Source: an optimization exercise on an open RTL-to-GDS flow (aim: a short achievable clock period). Production flows keep margins and buffers that such runs may drop.
Only simulation tests tie the RTL to the original design; equivalence was not proved.
Power is estimated from default activity; no workload was simulated.

==> v4: inputs <==
==> flow/design.v <==
package eth_frame_pkg;
    typedef logic [7:0]  byte_t;       
    typedef logic [47:0] mac_addr_t;
    typedef logic [31:0] ip_addr_t;
    typedef logic [15:0] word16_t;     
    typedef logic [15:0] len_t;        
    localparam word16_t ETH_TYPE_IPV4 = 16'h0800;
    localparam byte_t PREAMBLE_BYTE = 8'h55;
    localparam byte_t SFD_BYTE      = 8'hd5;
    localparam int PREAMBLE_LEN    = 8;    
    localparam int ETH_HDR_LEN     = 14;
    localparam int IP_ICMP_HDR_LEN = 28;   
    localparam int FCS_LEN         = 4;
    localparam int MIN_PAYLOAD_LEN = 18;
    localparam byte_t   IP_TTL        = 8'h80;
    localparam byte_t   IP_PROTO_ICMP = 8'd1;
    localparam word16_t IP_FLAGS_DF   = 16'h4000;   
    localparam byte_t ICMP_ECHO_REPLY = 8'd0;
endpackage
package icmp_tx_pkg;
    typedef struct packed {
        logic [47:0]   dest_mac;
        logic [31:0]    dest_ip;
        logic [15:0]     icmp_id;
        logic [15:0]     icmp_seq;
        logic [15:0]        payload_len;    
        logic [31:0] payload_sum;    
    } tx_request_t;
    typedef struct packed {
        logic [47:0]                      dest_mac;
        logic [47:0]                      src_mac;
        logic [28*8-1:0]        ip_icmp;
        logic [15:0]                           payload_len;
    } frame_hdr_t;
endpackage
module eth_crc32 (
    input  logic        clk,
    input  logic        crc_upd,     
    input  logic        crc_pay,     
    input  logic        crc_shift,   
    input  logic [7:0]  hdr_next,    
    input  logic [7:0]  pay_byte,
    output logic [31:0] crc_value,
    output logic [31:0] crc_next     
);
    localparam logic [31:0] CRC_POLY = 32'hedb8_8320;   
    function automatic logic [31:0] crc_tab(input logic [7:0] data);
        logic [31:0] c;
        c = {24'd0, data};
        for (int i = 0; i < 8; i++) begin
            if (c[0])
                c = (c >> 1) ^ CRC_POLY;
            else
                c = c >> 1;
        end
        crc_tab = c;
    endfunction
    logic [31:0] hdr_tab;   
    logic [7:0]  pay_m;     
    logic [31:0] stepped;
    assign pay_m   = {8{crc_pay}} & pay_byte;
    assign stepped = {8'd0, crc_value[31:8]} ^ crc_tab(crc_value[7:0]) ^ hdr_tab ^ crc_tab(pay_m);
    always_comb begin
        if (crc_upd)
            crc_next = stepped;
        else if (crc_shift)
            crc_next = {8'd0, crc_value[31:8]};
        else
            crc_next = '1;   
    end
    always_ff @(posedge clk) begin
        hdr_tab   <= crc_tab(hdr_next);
        crc_value <= crc_next;
    end
endmodule
module icmp_hdr_builder #(
    parameter logic [47:0] board_mac = 48'h00_11_22_33_44_55,
    parameter logic [31:0]  board_ip  = {8'd192, 8'd168, 8'd1, 8'd123}
) (
    input  logic                     clk,
    input  logic                     rst_n,
    input  logic                     start,
    input  icmp_tx_pkg::tx_request_t req,
    input  logic                     frame_end,    
    output logic                     busy,
    output logic [50*8-1:0]          hdr_img,      
    output logic                     hdr_valid,
    output logic [15:0]              ip_csum_o,
    output logic [15:0]              icmp_csum_o,
    output logic                     len_nz,
    output logic [15:0]              len_m1
);
    localparam logic [7:0] IP_VER_IHL = 8'h45;   
    localparam logic [17:0] IP_CONST = 18'({IP_VER_IHL, 8'h00}) + 18'(eth_frame_pkg::IP_FLAGS_DF)
                                     + 18'({eth_frame_pkg::IP_TTL, eth_frame_pkg::IP_PROTO_ICMP})
                                     + 18'(board_ip[31:16]) + 18'(board_ip[15:0]);
    icmp_tx_pkg::tx_request_t req_q;
    logic        busy_q;
    logic        v1, v2, v3;
    logic        accept;
    logic [15:0] ip_id;       
    logic [15:0] total_len;
    logic [16:0] dip_sum;
    logic [16:0] icmp_a, icmp_b;
    logic [16:0] ip_p;
    logic [17:0] ip_q;
    logic [17:0] icmp_t;
    logic [18:0] ip_sum;
    logic [16:0] ip_f1, icmp_f1;
    logic [15:0] ip_csum, icmp_csum;
    assign busy   = busy_q;
    assign accept = start & ~busy_q;
    always_ff @(posedge clk or negedge rst_n) begin
        if (!rst_n) begin
            busy_q    <= 1'b0;
            v1        <= 1'b0;
            v2        <= 1'b0;
            v3        <= 1'b0;
            hdr_valid <= 1'b0;
            ip_id     <= '0;
        end else begin
            busy_q    <= accept | (busy_q & ~frame_end);
            v1        <= accept;
            v2        <= v1;
            v3        <= v2;
            hdr_valid <= v3;
            if (accept)
                ip_id <= ip_id + 16'd1;   
        end
    end
    always_ff @(posedge clk) begin
        if (!busy_q)
            req_q <= req;
    end
    always_ff @(posedge clk) begin
        total_len <= req_q.payload_len + 16'(eth_frame_pkg::IP_ICMP_HDR_LEN);
        dip_sum   <= 17'(req_q.dest_ip[31:16]) + 17'(req_q.dest_ip[15:0]);
        icmp_a    <= 17'(req_q.icmp_id) + 17'(req_q.icmp_seq);
        icmp_b    <= 17'(req_q.payload_sum[30:16]) + 17'(req_q.payload_sum[15:0]);
        len_nz    <= (req_q.payload_len != '0);
        len_m1    <= req_q.payload_len - 16'd1;
        ip_p      <= 17'(total_len) + 17'(ip_id);
        ip_q      <= 18'(dip_sum) + 18'(IP_CONST);
        icmp_t    <= 18'(icmp_a) + 18'(icmp_b);
        ip_sum    <= 19'(ip_p) + 19'(ip_q);
        icmp_f1   <= 17'(icmp_t[17:16]) + 17'(icmp_t[15:0]);
        ip_f1     <= 17'(ip_sum[18:16]) + 17'(ip_sum[15:0]);
        icmp_csum <= ~(icmp_f1[15:0] + 16'(icmp_f1[16]));
        ip_csum   <= ~(ip_f1[15:0] + 16'(ip_f1[16]));
    end
    assign ip_csum_o   = ip_csum;
    assign icmp_csum_o = icmp_csum;
    assign hdr_img = {{7{eth_frame_pkg::PREAMBLE_BYTE}}, eth_frame_pkg::SFD_BYTE,
                      req_q.dest_mac, board_mac, eth_frame_pkg::ETH_TYPE_IPV4,
                      IP_VER_IHL, 8'h00, total_len,
                      ip_id, eth_frame_pkg::IP_FLAGS_DF,
                      eth_frame_pkg::IP_TTL, eth_frame_pkg::IP_PROTO_ICMP, 16'h0000,   
                      board_ip,
                      req_q.dest_ip,
                      eth_frame_pkg::ICMP_ECHO_REPLY, 8'h00, 16'h0000,   
                      req_q.icmp_id, req_q.icmp_seq};
endmodule
module gmii_frame_sequencer (
    input  logic             clk,
    input  logic             rst_n,
    input  logic [50*8-1:0]  hdr_img,
    input  logic             hdr_valid,
    input  logic [15:0]      ip_csum,
    input  logic [15:0]      icmp_csum,
    input  logic             len_nz,
    input  logic [15:0]      len_m1,
    input  logic [7:0]       payload_data,
    input  logic [31:0]      crc_value,
    input  logic [31:0]      crc_next,
    output logic             payload_rd,
    output logic             gmii_tx_en,
    output logic [7:0]       gmii_txd,
    output logic             crc_upd,
    output logic             crc_pay,
    output logic             crc_shift,
    output logic [7:0]       hdr_next,
    output logic             frame_end,
    output logic             tx_done
);
    logic [49*8-1:0] sr;         
    logic [7:0]      byte_q;     
    logic [6:0]      pos;        
    logic            en_q;       
    logic            hc_q;       
    logic            data_q;     
    logic            ge67_q;     
    logic            rd_q;       
    logic [15:0]     rd_left;    
    logic            pay_q;      
    logic            pay_c;      
    logic            fcs_q;      
    logic [3:0]      fcs_cnt;    
    logic            done_q;
    logic            last_data;
    logic            fcs_next;
    assign last_data = data_q & ge67_q & ~rd_q;
    assign fcs_next  = last_data | fcs_cnt[0] | fcs_cnt[1] | fcs_cnt[2];
    always_ff @(posedge clk) begin
        if (hdr_valid) begin
            sr <= hdr_img[49*8-1:0];
        end else begin
            sr <= {sr[48*8-1:0], 8'h00};
            if (en_q && pos == 7'd7) begin
                sr[(48-24)*8 +: 16] <= ip_csum;
                sr[(48-36)*8 +: 16] <= icmp_csum;
            end
        end
    end
    always_ff @(posedge clk or negedge rst_n) begin
        if (!rst_n) begin
            byte_q  <= '0;
            pos     <= '0;
            en_q    <= 1'b0;
            hc_q    <= 1'b0;
            data_q  <= 1'b0;
            ge67_q  <= 1'b0;
            rd_q    <= 1'b0;
            rd_left <= '0;
            pay_q   <= 1'b0;
            pay_c   <= 1'b0;
            fcs_q   <= 1'b0;
            fcs_cnt <= '0;
            done_q  <= 1'b0;
        end else begin
            pay_q   <= rd_q;
            pay_c   <= rd_q & en_q;   
            fcs_q   <= fcs_next;
            fcs_cnt <= {fcs_cnt[2:0], last_data};
            done_q  <= fcs_cnt[3];
            byte_q  <= hdr_next | ({8{fcs_next}} & ~crc_next[7:0]);
            if (hdr_valid) begin
                pos    <= '0;
                en_q   <= 1'b1;
                hc_q   <= 1'b0;
                data_q <= 1'b0;
                ge67_q <= 1'b0;
            end else begin
                if (en_q && pos != 7'd127)
                    pos <= pos + 7'd1;
                if (fcs_cnt[3])
                    en_q <= 1'b0;
                if (en_q && pos == 7'd7)
                    hc_q <= 1'b1;
                else if (pos == 7'd49)
                    hc_q <= 1'b0;
                if (hc_q && pos == 7'd49)
                    data_q <= 1'b1;
                else if (last_data)
                    data_q <= 1'b0;
                if (en_q && pos == 7'd66)
                    ge67_q <= 1'b1;
            end
            if (en_q && pos == 7'd48 && len_nz) begin
                rd_q    <= 1'b1;
                rd_left <= len_m1;
            end else if (rd_q) begin
                if (rd_left == '0)
                    rd_q <= 1'b0;
                else
                    rd_left <= rd_left - 16'd1;
            end
        end
    end
    assign hdr_next   = ({8{hdr_valid}} & hdr_img[50*8-1 -: 8]) | ({8{en_q}} & sr[49*8-1 -: 8]);
    assign gmii_tx_en = en_q;
    assign payload_rd = rd_q;
    assign gmii_txd   = ({8{pay_q}} & payload_data) | byte_q;
    assign crc_upd    = hc_q | data_q;
    assign crc_pay    = pay_c;
    assign crc_shift  = fcs_q;
    assign frame_end  = fcs_cnt[3];
    assign tx_done    = done_q;
endmodule
module icmp_tx_top #(
    parameter logic [47:0] board_mac = 48'h00_11_22_33_44_55,
    parameter logic [31:0]  board_ip  = {8'd192, 8'd168, 8'd1, 8'd123}
) (
    input  logic        clk,
    input  logic        rst_n,
    input  logic        start,
    input  logic [47:0] req_dest_mac,
    input  logic [31:0] req_dest_ip,
    input  logic [15:0] req_icmp_id,
    input  logic [15:0] req_icmp_seq,
    input  logic [15:0] req_payload_len,
    input  logic [31:0] req_payload_sum,
    input  logic [7:0]  payload_data,
    output logic        busy,
    output logic        payload_rd,
    output logic        gmii_tx_en,
    output logic [7:0]  gmii_txd,
    output logic        tx_done
);
    icmp_tx_pkg::tx_request_t req;
    logic [50*8-1:0] hdr_img;
    logic        hdr_valid;
    logic [15:0] ip_csum;
    logic [15:0] icmp_csum;
    logic        len_nz;
    logic [15:0] len_m1;
    logic        frame_end;
    logic        crc_upd;
    logic        crc_pay;
    logic        crc_shift;
    logic [7:0]  hdr_next;
    logic [31:0] crc_value;
    logic [31:0] crc_next;
    assign req.dest_mac    = req_dest_mac;
    assign req.dest_ip     = req_dest_ip;
    assign req.icmp_id     = req_icmp_id;
    assign req.icmp_seq    = req_icmp_seq;
    assign req.payload_len = req_payload_len;
    assign req.payload_sum = req_payload_sum;
    icmp_hdr_builder #(
        .board_mac (board_mac),
        .board_ip  (board_ip)
    ) hdr_builder0 (
        .clk        (clk),
        .rst_n      (rst_n),
        .start      (start),
        .req        (req),
        .frame_end  (frame_end),
        .busy       (busy),
        .hdr_img    (hdr_img),
        .hdr_valid  (hdr_valid),
        .ip_csum_o  (ip_csum),
        .icmp_csum_o(icmp_csum),
        .len_nz     (len_nz),
        .len_m1     (len_m1)
    );
    gmii_frame_sequencer frame_seq0 (
        .clk          (clk),
        .rst_n        (rst_n),
        .hdr_img      (hdr_img),
        .hdr_valid    (hdr_valid),
        .ip_csum      (ip_csum),
        .icmp_csum    (icmp_csum),
        .len_nz       (len_nz),
        .len_m1       (len_m1),
        .payload_data (payload_data),
        .crc_value    (crc_value),
        .crc_next     (crc_next),
        .payload_rd   (payload_rd),
        .gmii_tx_en   (gmii_tx_en),
        .gmii_txd     (gmii_txd),
        .crc_upd      (crc_upd),
        .crc_pay      (crc_pay),
        .crc_shift    (crc_shift),
        .hdr_next     (hdr_next),
        .frame_end    (frame_end),
        .tx_done      (tx_done)
    );
    eth_crc32 crc0 (
        .clk       (clk),
        .crc_upd   (crc_upd),
        .crc_pay   (crc_pay),
        .crc_shift (crc_shift),
        .hdr_next  (hdr_next),
        .pay_byte  (payload_data),
        .crc_value (crc_value),
        .crc_next  (crc_next)
    );
endmodule
==> flow/run.sh <==
#!/bin/bash
# synth_recipe.tcl (not shown) runs the flow's synth.tcl, then flattens the netlist and writes it again
# the make line also repeats each setting of config.mk as NAME=value (left out here)
make -C /OpenROAD-flow-scripts/flow DESIGN_CONFIG=/design/flow/config.mk WORK_HOME=/design/flow/orfs CLKGATE_MAP_FILE= SYNTH_SCRIPT=/design/flow/synth_recipe.tcl finish
==> flow/config.mk <==
export PLATFORM = sky130hd
export DESIGN_NAME = icmp_tx_top
export DESIGN_NICKNAME = icmp_tx_top
export VERILOG_FILES = /design/flow/design.v
export SDC_FILE = /design/flow/constraint.sdc
export NUM_CORES = 4
export LEC_CHECK = 0
export ABC_CLOCK_PERIOD_IN_PS = 2300
export CAP_MARGIN = 20
export CORE_MARGIN = 2
export CORE_UTILIZATION = 40
export PLACE_DENSITY = 0.6
export SETUP_SLACK_MARGIN = 2.9
export SLEW_MARGIN = 20
==> flow/constraint.sdc <==
create_clock -name core_clock -period 5.2 [get_ports {clk}]
set_input_delay 1.0400 -clock core_clock [delete_from_list [all_inputs] [get_ports {clk}]]
set_output_delay 1.0400 -clock core_clock [all_outputs]
set_load 0.01 [all_outputs]
==> inputs of v21, as changes to v4 <==
--- a/flow/design.v
+++ b/flow/design.v
@@ -37,9 +37,10 @@
     input  logic        clk,
-    input  logic        crc_upd,     
+    input  logic        rst_n,
+    input  logic        crc_init,    
+    input  logic        crc_hdr,     
     input  logic        crc_pay,     
     input  logic        crc_shift,   
-    input  logic [7:0]  hdr_next,    
+    input  logic [7:0]  hdr_byte,
     input  logic [7:0]  pay_byte,
-    output logic [31:0] crc_value,
-    output logic [31:0] crc_next     
+    output logic [31:0] crc_value
 );
@@ -57,18 +58,16 @@
     endfunction
-    logic [31:0] hdr_tab;   
-    logic [7:0]  pay_m;     
-    logic [31:0] stepped;
-    assign pay_m   = {8{crc_pay}} & pay_byte;
-    assign stepped = {8'd0, crc_value[31:8]} ^ crc_tab(crc_value[7:0]) ^ hdr_tab ^ crc_tab(pay_m);
-    always_comb begin
-        if (crc_upd)
-            crc_next = stepped;
-        else if (crc_shift)
-            crc_next = {8'd0, crc_value[31:8]};
-        else
-            crc_next = '1;   
-    end
-    always_ff @(posedge clk) begin
-        hdr_tab   <= crc_tab(hdr_next);
-        crc_value <= crc_next;
+    logic [31:0] base;    
+    assign base = {8'd0, crc_value[31:8]} ^ crc_tab(crc_value[7:0] ^ hdr_byte);
+    always_ff @(posedge clk or negedge rst_n) begin
+        if (!rst_n) begin
+            crc_value <= '1;
+        end else if (crc_pay) begin
+            crc_value <= base ^ crc_tab(pay_byte);
+        end else if (crc_init) begin
+            crc_value <= '1;
+        end else if (crc_hdr) begin
+            crc_value <= base;
+        end else if (crc_shift) begin
+            crc_value <= {8'd0, crc_value[31:8]};
+        end
     end
@@ -87,4 +86,2 @@
     output logic                     hdr_valid,
-    output logic [15:0]              ip_csum_o,
-    output logic [15:0]              icmp_csum_o,
     output logic                     len_nz,
@@ -93,5 +90,5 @@
     localparam logic [7:0] IP_VER_IHL = 8'h45;   
-    localparam logic [17:0] IP_CONST = 18'({IP_VER_IHL, 8'h00}) + 18'(eth_frame_pkg::IP_FLAGS_DF)
-                                     + 18'({eth_frame_pkg::IP_TTL, eth_frame_pkg::IP_PROTO_ICMP})
-                                     + 18'(board_ip[31:16]) + 18'(board_ip[15:0]);
+    localparam logic [19:0] IP_CONST = 20'({IP_VER_IHL, 8'h00}) + 20'(eth_frame_pkg::IP_FLAGS_DF)
+                                     + 20'({eth_frame_pkg::IP_TTL, eth_frame_pkg::IP_PROTO_ICMP})
+                                     + 20'(board_ip[31:16]) + 20'(board_ip[15:0]);
     icmp_tx_pkg::tx_request_t req_q;
@@ -104,8 +101,12 @@
     logic [16:0] icmp_a, icmp_b;
-    logic [16:0] ip_p;
-    logic [17:0] ip_q;
-    logic [17:0] icmp_t;
-    logic [18:0] ip_sum;
-    logic [16:0] ip_f1, icmp_f1;
+    logic [19:0] ip_sum;
+    logic [17:0] icmp_sum;
     logic [15:0] ip_csum, icmp_csum;
+    function automatic logic [15:0] fold2n(input logic [19:0] s);
+        logic [16:0] f1;
+        logic [16:0] f2;
+        f1 = 17'(s[19:16]) + 17'(s[15:0]);
+        f2 = 17'(f1[16]) + 17'(f1[15:0]);
+        fold2n = ~f2[15:0];
+    endfunction
     assign busy   = busy_q;
@@ -141,13 +142,7 @@
         len_m1    <= req_q.payload_len - 16'd1;
-        ip_p      <= 17'(total_len) + 17'(ip_id);
-        ip_q      <= 18'(dip_sum) + 18'(IP_CONST);
-        icmp_t    <= 18'(icmp_a) + 18'(icmp_b);
-        ip_sum    <= 19'(ip_p) + 19'(ip_q);
-        icmp_f1   <= 17'(icmp_t[17:16]) + 17'(icmp_t[15:0]);
-        ip_f1     <= 17'(ip_sum[18:16]) + 17'(ip_sum[15:0]);
-        icmp_csum <= ~(icmp_f1[15:0] + 16'(icmp_f1[16]));
-        ip_csum   <= ~(ip_f1[15:0] + 16'(ip_f1[16]));
+        ip_sum    <= IP_CONST + 20'(total_len) + 20'(ip_id) + 20'(dip_sum);
+        icmp_sum  <= 18'(icmp_a) + 18'(icmp_b);
+        ip_csum   <= fold2n(ip_sum);
+        icmp_csum <= fold2n(20'(icmp_sum));
     end
-    assign ip_csum_o   = ip_csum;
-    assign icmp_csum_o = icmp_csum;
     assign hdr_img = {{7{eth_frame_pkg::PREAMBLE_BYTE}}, eth_frame_pkg::SFD_BYTE,
@@ -156,6 +151,6 @@
                       ip_id, eth_frame_pkg::IP_FLAGS_DF,
-                      eth_frame_pkg::IP_TTL, eth_frame_pkg::IP_PROTO_ICMP, 16'h0000,   
+                      eth_frame_pkg::IP_TTL, eth_frame_pkg::IP_PROTO_ICMP, ip_csum,
                       board_ip,
                       req_q.dest_ip,
-                      eth_frame_pkg::ICMP_ECHO_REPLY, 8'h00, 16'h0000,   
+                      eth_frame_pkg::ICMP_ECHO_REPLY, 8'h00, icmp_csum,
                       req_q.icmp_id, req_q.icmp_seq};
@@ -167,4 +162,2 @@
     input  logic             hdr_valid,
-    input  logic [15:0]      ip_csum,
-    input  logic [15:0]      icmp_csum,
     input  logic             len_nz,
@@ -173,3 +166,2 @@
     input  logic [31:0]      crc_value,
-    input  logic [31:0]      crc_next,
     output logic             payload_rd,
@@ -177,6 +169,7 @@
     output logic [7:0]       gmii_txd,
-    output logic             crc_upd,
+    output logic             crc_init,
+    output logic             crc_hdr,
     output logic             crc_pay,
     output logic             crc_shift,
-    output logic [7:0]       hdr_next,
+    output logic [7:0]       hdr_byte,
     output logic             frame_end,
@@ -184,4 +177,3 @@
 );
-    logic [49*8-1:0] sr;         
-    logic [7:0]      byte_q;     
+    logic [50*8-1:0] sr;
     logic [6:0]      pos;        
@@ -194,3 +186,2 @@
     logic            pay_q;      
-    logic            pay_c;      
     logic            fcs_q;      
@@ -199,19 +190,6 @@
     logic            last_data;
-    logic            fcs_next;
     assign last_data = data_q & ge67_q & ~rd_q;
-    assign fcs_next  = last_data | fcs_cnt[0] | fcs_cnt[1] | fcs_cnt[2];
-    always_ff @(posedge clk) begin
-        if (hdr_valid) begin
-            sr <= hdr_img[49*8-1:0];
-        end else begin
-            sr <= {sr[48*8-1:0], 8'h00};
-            if (en_q && pos == 7'd7) begin
-                sr[(48-24)*8 +: 16] <= ip_csum;
-                sr[(48-36)*8 +: 16] <= icmp_csum;
-            end
-        end
-    end
     always_ff @(posedge clk or negedge rst_n) begin
         if (!rst_n) begin
-            byte_q  <= '0;
+            sr      <= '0;
             pos     <= '0;
@@ -224,3 +202,2 @@
             pay_q   <= 1'b0;
-            pay_c   <= 1'b0;
             fcs_q   <= 1'b0;
@@ -230,8 +207,6 @@
             pay_q   <= rd_q;
-            pay_c   <= rd_q & en_q;   
-            fcs_q   <= fcs_next;
             fcs_cnt <= {fcs_cnt[2:0], last_data};
             done_q  <= fcs_cnt[3];
-            byte_q  <= hdr_next | ({8{fcs_next}} & ~crc_next[7:0]);
             if (hdr_valid) begin
+                sr     <= hdr_img;
                 pos    <= '0;
@@ -241,3 +216,5 @@
                 ge67_q <= 1'b0;
+                fcs_q  <= 1'b0;
             end else begin
+                sr <= {sr[49*8-1:0], 8'h00};
                 if (en_q && pos != 7'd127)
@@ -256,2 +233,6 @@
                     ge67_q <= 1'b1;
+                if (last_data)
+                    fcs_q <= 1'b1;
+                else if (fcs_cnt[3])
+                    fcs_q <= 1'b0;
             end
@@ -268,8 +249,9 @@
     end
-    assign hdr_next   = ({8{hdr_valid}} & hdr_img[50*8-1 -: 8]) | ({8{en_q}} & sr[49*8-1 -: 8]);
+    assign hdr_byte   = sr[50*8-1 -: 8];
     assign gmii_tx_en = en_q;
     assign payload_rd = rd_q;
-    assign gmii_txd   = ({8{pay_q}} & payload_data) | byte_q;
-    assign crc_upd    = hc_q | data_q;
-    assign crc_pay    = pay_c;
+    assign gmii_txd   = pay_q ? payload_data : (hdr_byte | ({8{fcs_q}} & ~crc_value[7:0]));
+    assign crc_init   = hdr_valid;
+    assign crc_hdr    = hc_q | data_q;
+    assign crc_pay    = pay_q;
     assign crc_shift  = fcs_q;
@@ -301,4 +283,2 @@
     logic        hdr_valid;
-    logic [15:0] ip_csum;
-    logic [15:0] icmp_csum;
     logic        len_nz;
@@ -306,8 +286,8 @@
     logic        frame_end;
-    logic        crc_upd;
+    logic        crc_init;
+    logic        crc_hdr;
     logic        crc_pay;
     logic        crc_shift;
-    logic [7:0]  hdr_next;
+    logic [7:0]  hdr_byte;
     logic [31:0] crc_value;
-    logic [31:0] crc_next;
     assign req.dest_mac    = req_dest_mac;
@@ -330,4 +310,2 @@
         .hdr_valid  (hdr_valid),
-        .ip_csum_o  (ip_csum),
-        .icmp_csum_o(icmp_csum),
         .len_nz     (len_nz),
@@ -340,4 +318,2 @@
         .hdr_valid    (hdr_valid),
-        .ip_csum      (ip_csum),
-        .icmp_csum    (icmp_csum),
         .len_nz       (len_nz),
@@ -346,3 +322,2 @@
         .crc_value    (crc_value),
-        .crc_next     (crc_next),
         .payload_rd   (payload_rd),
@@ -350,6 +325,7 @@
         .gmii_txd     (gmii_txd),
-        .crc_upd      (crc_upd),
+        .crc_init     (crc_init),
+        .crc_hdr      (crc_hdr),
         .crc_pay      (crc_pay),
         .crc_shift    (crc_shift),
-        .hdr_next     (hdr_next),
+        .hdr_byte     (hdr_byte),
         .frame_end    (frame_end),
@@ -359,9 +335,10 @@
         .clk       (clk),
-        .crc_upd   (crc_upd),
+        .rst_n     (rst_n),
+        .crc_init  (crc_init),
+        .crc_hdr   (crc_hdr),
         .crc_pay   (crc_pay),
         .crc_shift (crc_shift),
-        .hdr_next  (hdr_next),
+        .hdr_byte  (hdr_byte),
         .pay_byte  (payload_data),
-        .crc_value (crc_value),
-        .crc_next  (crc_next)
+        .crc_value (crc_value)
     );
- ABC_CLOCK_PERIOD_IN_PS: 2300 -> 2200
- SETUP_SLACK_MARGIN: 2.9 -> 3.0
==> comparison <==
In v4 the routed wire length is lower than in v21, by about 15%. Of v4 and v21, v21 has the higher combinational power (gap about 50%, measured against v21). In v21 the via count is larger than in v4, by 5.9%. In v4 the non-clock buffer count is lower than in v21, by 136. Against v21, the critical path depth of v4 is lower by 10. Of v4 and v21, v4 has the higher fmax (gap about 26%, measured against v21).

static timing again, ports no longer ideal:
Ports are ideal in the flow. The routed layouts listed here were re-timed in OpenROAD.
Step 1 assumes that a clkbuf_16 drives the clock port and a buf_2 every other input.
Step 2 also shifts input and output timing later by t, the mid clock arrival at the registers, as if the neighbouring blocks saw the same clock.
Slacks: ideal / step 1 / step 2; pairs: ideal / step 1.
| run | t, ns | slack for setup (ns) | hold slack, ns | worst setup path after step 2 | slew at the worst register clock pin (ns) |
|---|---|---|---|---|---|
| v4 | 0.691 | 2.698 / 2.649 / 2.275 | 0.325 / 0.325 / 0.325 | input to register | 0.07 / 0.07 |
| v21 | 0.699 | 2.041 / 2.041 / 2.041 | 0.354 / 0.354 / 0.354 | register to register | 0.06 / 0.06 |
After both steps setup and hold are still met in every run listed. The setup slack of v4, which loses most, moves by -0.049 ns with the drivers and by -0.423 ns with both steps.
